Context: an optimization exercise on an open-source flow, tuned for small area, a short achievable clock period and few clock cycles. The choices shown serve that exercise and are no tape-out recipe.
RTL that was checked went through simulation tests only; none was proved equivalent to the original.
Power is estimated from default activity; no workload was simulated.

job 4738:
==> flow/design.v <==
package txdma_pkg;
    typedef logic [31:0] desc_t;         
    typedef logic [31:0] addr_t;         
    typedef logic [31:0] data_t;         
    typedef logic [7:0]  byte_t;         
    typedef logic [6:0]  bd_index_t;     
    typedef logic [8:0]  tx_status_t;    
    localparam int BIT_READY  = 15;      
    localparam int BIT_IRQ    = 14;      
    localparam int BIT_WRAP   = 13;      
    localparam int BIT_PAD    = 12;
    localparam int BIT_CRC    = 11;
    localparam tx_status_t STAT_ERR_MASK = 9'h10F;
endpackage
module eth_txdma #(
    parameter int DEPTH = 7                       
) (
    input  logic                  clk,
    input  logic                  reset,
    input  logic                  tx_en,
    input  txdma_pkg::bd_index_t  max_tx_bd,
    input  logic                  bd_wait,
    input  txdma_pkg::desc_t      bd_desc,
    input  txdma_pkg::addr_t      bd_ptr,
    input  txdma_pkg::tx_status_t tx_stat,
    input  logic                  tx_stat_valid,
    output logic                  bd_read,
    output logic                  bd_write,
    output txdma_pkg::bd_index_t  bd_index,
    output txdma_pkg::desc_t      bd_writedata,
    output logic                  tx_stat_ack,
    output logic                  per_packet_pad,
    output logic                  per_packet_crc,
    output logic                  txb_irq,
    output logic                  txe_irq,
    input  logic                  av_waitrequest,
    input  txdma_pkg::data_t      av_readdata,
    input  logic                  av_readdatavalid,
    output logic                  av_read,
    output txdma_pkg::addr_t      av_address,
    input  logic                  tx_ack,
    output txdma_pkg::byte_t      tx_data,
    output logic                  tx_dv,
    output logic                  tx_sop,
    output logic                  tx_eop
);
    localparam int FIFO_AW = 3;                  
    logic        st_rd;                  
    logic        st_dma;                 
    logic        st_wr;                  
    logic [15:0] len;                    
    logic [5:0]  flags;                  
    txdma_pkg::tx_status_t stat;
    logic        take;
    logic        wr_ok;
    logic        stat_err;
    assign bd_read     = st_rd;
    assign bd_write    = st_wr;
    assign take        = st_rd & ~bd_wait & bd_desc[txdma_pkg::BIT_READY];
    assign wr_ok       = st_wr & ~bd_wait;
    assign stat_err    = |(stat & txdma_pkg::STAT_ERR_MASK);
    assign bd_writedata   = {len, 1'b0, flags, stat};
    assign per_packet_pad = flags[txdma_pkg::BIT_PAD - 9];
    assign per_packet_crc = flags[txdma_pkg::BIT_CRC - 9];
    always_ff @(posedge clk or posedge reset) begin
        if (reset) begin
            st_rd       <= 1'b0;
            st_dma      <= 1'b0;
            st_wr       <= 1'b0;
            tx_stat_ack <= 1'b0;
            txb_irq     <= 1'b0;
            txe_irq     <= 1'b0;
            bd_index    <= '0;
        end else begin
            tx_stat_ack <= st_dma & tx_stat_valid & ~tx_stat_ack;
            txb_irq     <= wr_ok & flags[txdma_pkg::BIT_IRQ - 9] & ~stat_err;
            txe_irq     <= wr_ok & flags[txdma_pkg::BIT_IRQ - 9] & stat_err;
            if (tx_en & ~st_rd & ~st_dma & ~st_wr) begin
                st_rd <= 1'b1;
            end
            if (take) begin
                st_rd  <= 1'b0;
                st_dma <= 1'b1;
            end
            if (tx_stat_ack) begin
                st_dma <= 1'b0;
                st_wr  <= 1'b1;
            end
            if (wr_ok) begin
                st_wr <= 1'b0;
                st_rd <= 1'b1;
                if (flags[txdma_pkg::BIT_WRAP - 9] || bd_index == max_tx_bd) begin
                    bd_index <= '0;
                end else begin
                    bd_index <= bd_index + 7'd1;
                end
            end
        end
    end
    always_ff @(posedge clk) begin
        if (take) begin
            len   <= bd_desc[31:16];
            flags <= bd_desc[14:9];
        end
        if (tx_stat_ack) begin
            stat <= tx_stat;
        end
    end
    logic [29:0]        addr;            
    logic [13:0]        wcnt;            
    logic               more;            
    logic               more_nx;         
    logic [DEPTH-1:0]   occ;             
    logic               full_nx;         
    logic               rd_ok;
    logic               pop;
    assign av_address = {addr, 2'b00};
    assign rd_ok      = av_read & ~av_waitrequest;
    assign more_nx    = more & ((|wcnt[13:1]) | (wcnt[0] & (|len[1:0])) | ~rd_ok);
    assign full_nx    = (occ[DEPTH-1] & ~(pop & ~rd_ok)) | (occ[DEPTH-2] & rd_ok & ~pop);
    always_ff @(posedge clk or posedge reset) begin
        if (reset) begin
            occ     <= '0;
            av_read <= 1'b0;
            more    <= 1'b0;
        end else begin
            av_read <= take | (st_dma & more_nx & ~full_nx);
            more    <= take | more_nx;
            if (rd_ok & ~pop) begin
                occ <= {occ[DEPTH-2:0], 1'b1};
            end else if (pop & ~rd_ok) begin
                occ <= {1'b0, occ[DEPTH-1:1]};
            end
        end
    end
    always_ff @(posedge clk) begin
        if (take) begin
            addr <= bd_ptr[31:2];
            wcnt <= bd_desc[31:18];
        end else if (rd_ok) begin
            addr <= addr + 30'd1;
            wcnt <= wcnt - 14'd1;
        end
    end
    txdma_pkg::data_t   mem [DEPTH];
    logic [FIFO_AW-1:0] wptr;
    logic [DEPTH-1:0]   rsel;            
    txdma_pkg::data_t   head;
    logic [DEPTH-1:0]   stored;          
    always_ff @(posedge clk or posedge reset) begin
        if (reset) begin
            wptr   <= '0;
            rsel   <= DEPTH'(1);
            stored <= '0;
        end else begin
            if (av_readdatavalid) begin
                wptr <= (wptr == FIFO_AW'(DEPTH - 1)) ? '0 : wptr + 1'b1;
            end
            if (pop) begin
                rsel <= {rsel[DEPTH-2:0], rsel[DEPTH-1]};
            end
            if (av_readdatavalid & ~pop) begin
                stored <= {stored[DEPTH-2:0], 1'b1};
            end else if (pop & ~av_readdatavalid) begin
                stored <= {1'b0, stored[DEPTH-1:1]};
            end
        end
    end
    always_ff @(posedge clk) begin
        if (av_readdatavalid) mem[wptr] <= av_readdata;
    end
    always_comb begin
        head = '0;
        for (int i = 0; i < DEPTH; i++) begin
            head = head | (mem[i] & {32{rsel[i]}});
        end
    end
    logic [31:0] cw;                     
    logic [1:0]  lane;                   
    logic        cw_final;               
    logic        first;                  
    logic        final_w;                
    logic        shift;
    assign tx_data = cw[7:0];
    assign final_w = ~more & occ[0] & ~occ[1];
    assign shift   = tx_dv & tx_ack & ~tx_eop & (lane != 2'd3);
    assign pop     = stored[0] & (~tx_dv | (tx_ack & (lane == 2'd3)));
    always_ff @(posedge clk or posedge reset) begin
        if (reset) begin
            tx_dv <= 1'b0;
        end else if (pop) begin
            tx_dv <= 1'b1;
        end else if (tx_ack & (tx_eop | (lane == 2'd3))) begin
            tx_dv <= 1'b0;
        end
    end
    always_ff @(posedge clk) begin
        if (take) begin
            first <= 1'b1;
        end else if (pop) begin
            first <= 1'b0;
        end
        if (pop) begin
            cw       <= head;
            lane     <= 2'd0;
            cw_final <= final_w;
            tx_sop   <= first;
            tx_eop   <= final_w & (len[1:0] == 2'd1);
        end else if (shift) begin
            cw[23:0] <= cw[31:8];
            lane     <= lane + 2'd1;
            tx_sop   <= 1'b0;
            tx_eop   <= cw_final & (lane == len[1:0] - 2'd2);
        end
    end
endmodule
export LEC_CHECK = 0
export ABC_CLOCK_PERIOD_IN_PS = 2200
export CAP_MARGIN = 20
export CORE_MARGIN = 2
export CORE_UTILIZATION = 65
export CTS_CLUSTER_DIAMETER = 100
export CTS_CLUSTER_SIZE = 30
export PLACE_DENSITY = 0.72
export SETUP_SLACK_MARGIN = 2.8
export SLEW_MARGIN = 20
create_clock -name core_clock -period 5.0 [get_ports {clk}]
standard.sh (not shown) runs the stock make flow with config.mk's settings and CLKGATE_MAP_FILE= SYNTH_SCRIPT=/design/flow/synth_recipe.tcl, a recipe that flattens the netlist after the stock synthesis.
==> flow/flow/run.sh <==
#!/bin/bash
# Standard layout, with plain buffers (not delay cells) on the ports: the
# smallest buffer on inputs, a size-2 buffer on outputs.
set -euo pipefail
export BUFFER_PORTS_ARGS="-inputs -buffer_cell sky130_fd_sc_hd__buf_1"
export PRE_GLOBAL_PLACE_TCL="$PWD/flow/buffer_outputs.tcl"
bash standard.sh finish > standard.log 2>&1
==> flow/flow/buffer_outputs.tcl <==
# Buffer the output ports; the flow's own buffer_ports call then buffers the inputs.
buffer_ports -outputs -buffer_cell sky130_fd_sc_hd__buf_2
Testbench counts of job 4738, summed over its fixed seeds: cycles 204,684.
## Diff of input files: job 121 against job 4738
--- a/flow/design.v
+++ b/flow/design.v
@@ -43,9 +43,8 @@
     output logic                  tx_dv,
     output logic                  tx_sop,
     output logic                  tx_eop
 );
-    localparam int FIFO_AW = 3;                  
     logic        st_rd;                  
     logic        st_dma;                 
     logic        st_wr;                  
     logic [15:0] len;                    
@@ -142,20 +141,20 @@
             wcnt <= wcnt - 14'd1;
         end
     end
     txdma_pkg::data_t   mem [DEPTH];
-    logic [FIFO_AW-1:0] wptr;
+    logic [DEPTH-1:0]   wsel;            
     logic [DEPTH-1:0]   rsel;            
     txdma_pkg::data_t   head;
     logic [DEPTH-1:0]   stored;          
     always_ff @(posedge clk or posedge reset) begin
         if (reset) begin
-            wptr   <= '0;
+            wsel   <= DEPTH'(1);
             rsel   <= DEPTH'(1);
             stored <= '0;
         end else begin
             if (av_readdatavalid) begin
-                wptr <= (wptr == FIFO_AW'(DEPTH - 1)) ? '0 : wptr + 1'b1;
+                wsel <= {wsel[DEPTH-2:0], wsel[DEPTH-1]};
             end
             if (pop) begin
                 rsel <= {rsel[DEPTH-2:0], rsel[DEPTH-1]};
             end
@@ -166,9 +165,11 @@
             end
         end
     end
     always_ff @(posedge clk) begin
-        if (av_readdatavalid) mem[wptr] <= av_readdata;
+        for (int i = 0; i < DEPTH; i++) begin
+            if (av_readdatavalid & wsel[i]) mem[i] <= av_readdata;
+        end
     end
     always_comb begin
         head = '0;
         for (int i = 0; i < DEPTH; i++) begin
Results
Going from job 4738 to job 121, post-layout instance count excluding filler cells rose 1.0%; die area rose 390 µm²; clock share of power rose 0.8 points; worst slack after detailed placement fell 0.24 ns.
Status: switching portion of total power parity (job 121, job 4738)
| fmax | job 121 vs job 4738 | 1.2% lower |
On required time of the critical path: between job 4738 and job 121, it ends up lower for job 121.
First-pass GRT wire length: lower on job 4738
Cell internal power dissipation for job 121: 2.7% down relative to job 4738
No functional check of the RTL was part of job 121.

-- separate check: timing with driven ports --
No port has a modelled driver above. Below, the same layouts with a new extraction and two added sets of constraints. Step 1, drivers: a clkbuf_16 drives clk and a buf_2 each remaining input, both assumed. Step 2 also shifts input and output timing later by t, the mid clock arrival at the registers, as if the neighbouring blocks saw the same clock. Three values: ideal, step 1, step 2; two values: the first two.
| run | shift t [ns] | setup slack, ns | slew at the worst register clock pin (ns) |
|---|---|---|---|
| job 4738 | 0.574 | 2.643 / 2.615 / 2.042 | 0.12 / 0.12 |
| job 121 | 0.563 | 2.615 / 2.637 / 2.074 | 0.11 / 0.11 |
After both steps every run listed still meets setup and hold. The setup slack of job 4738, which loses most, moves by -0.028 ns with the drivers and by -0.601 ns with both steps.
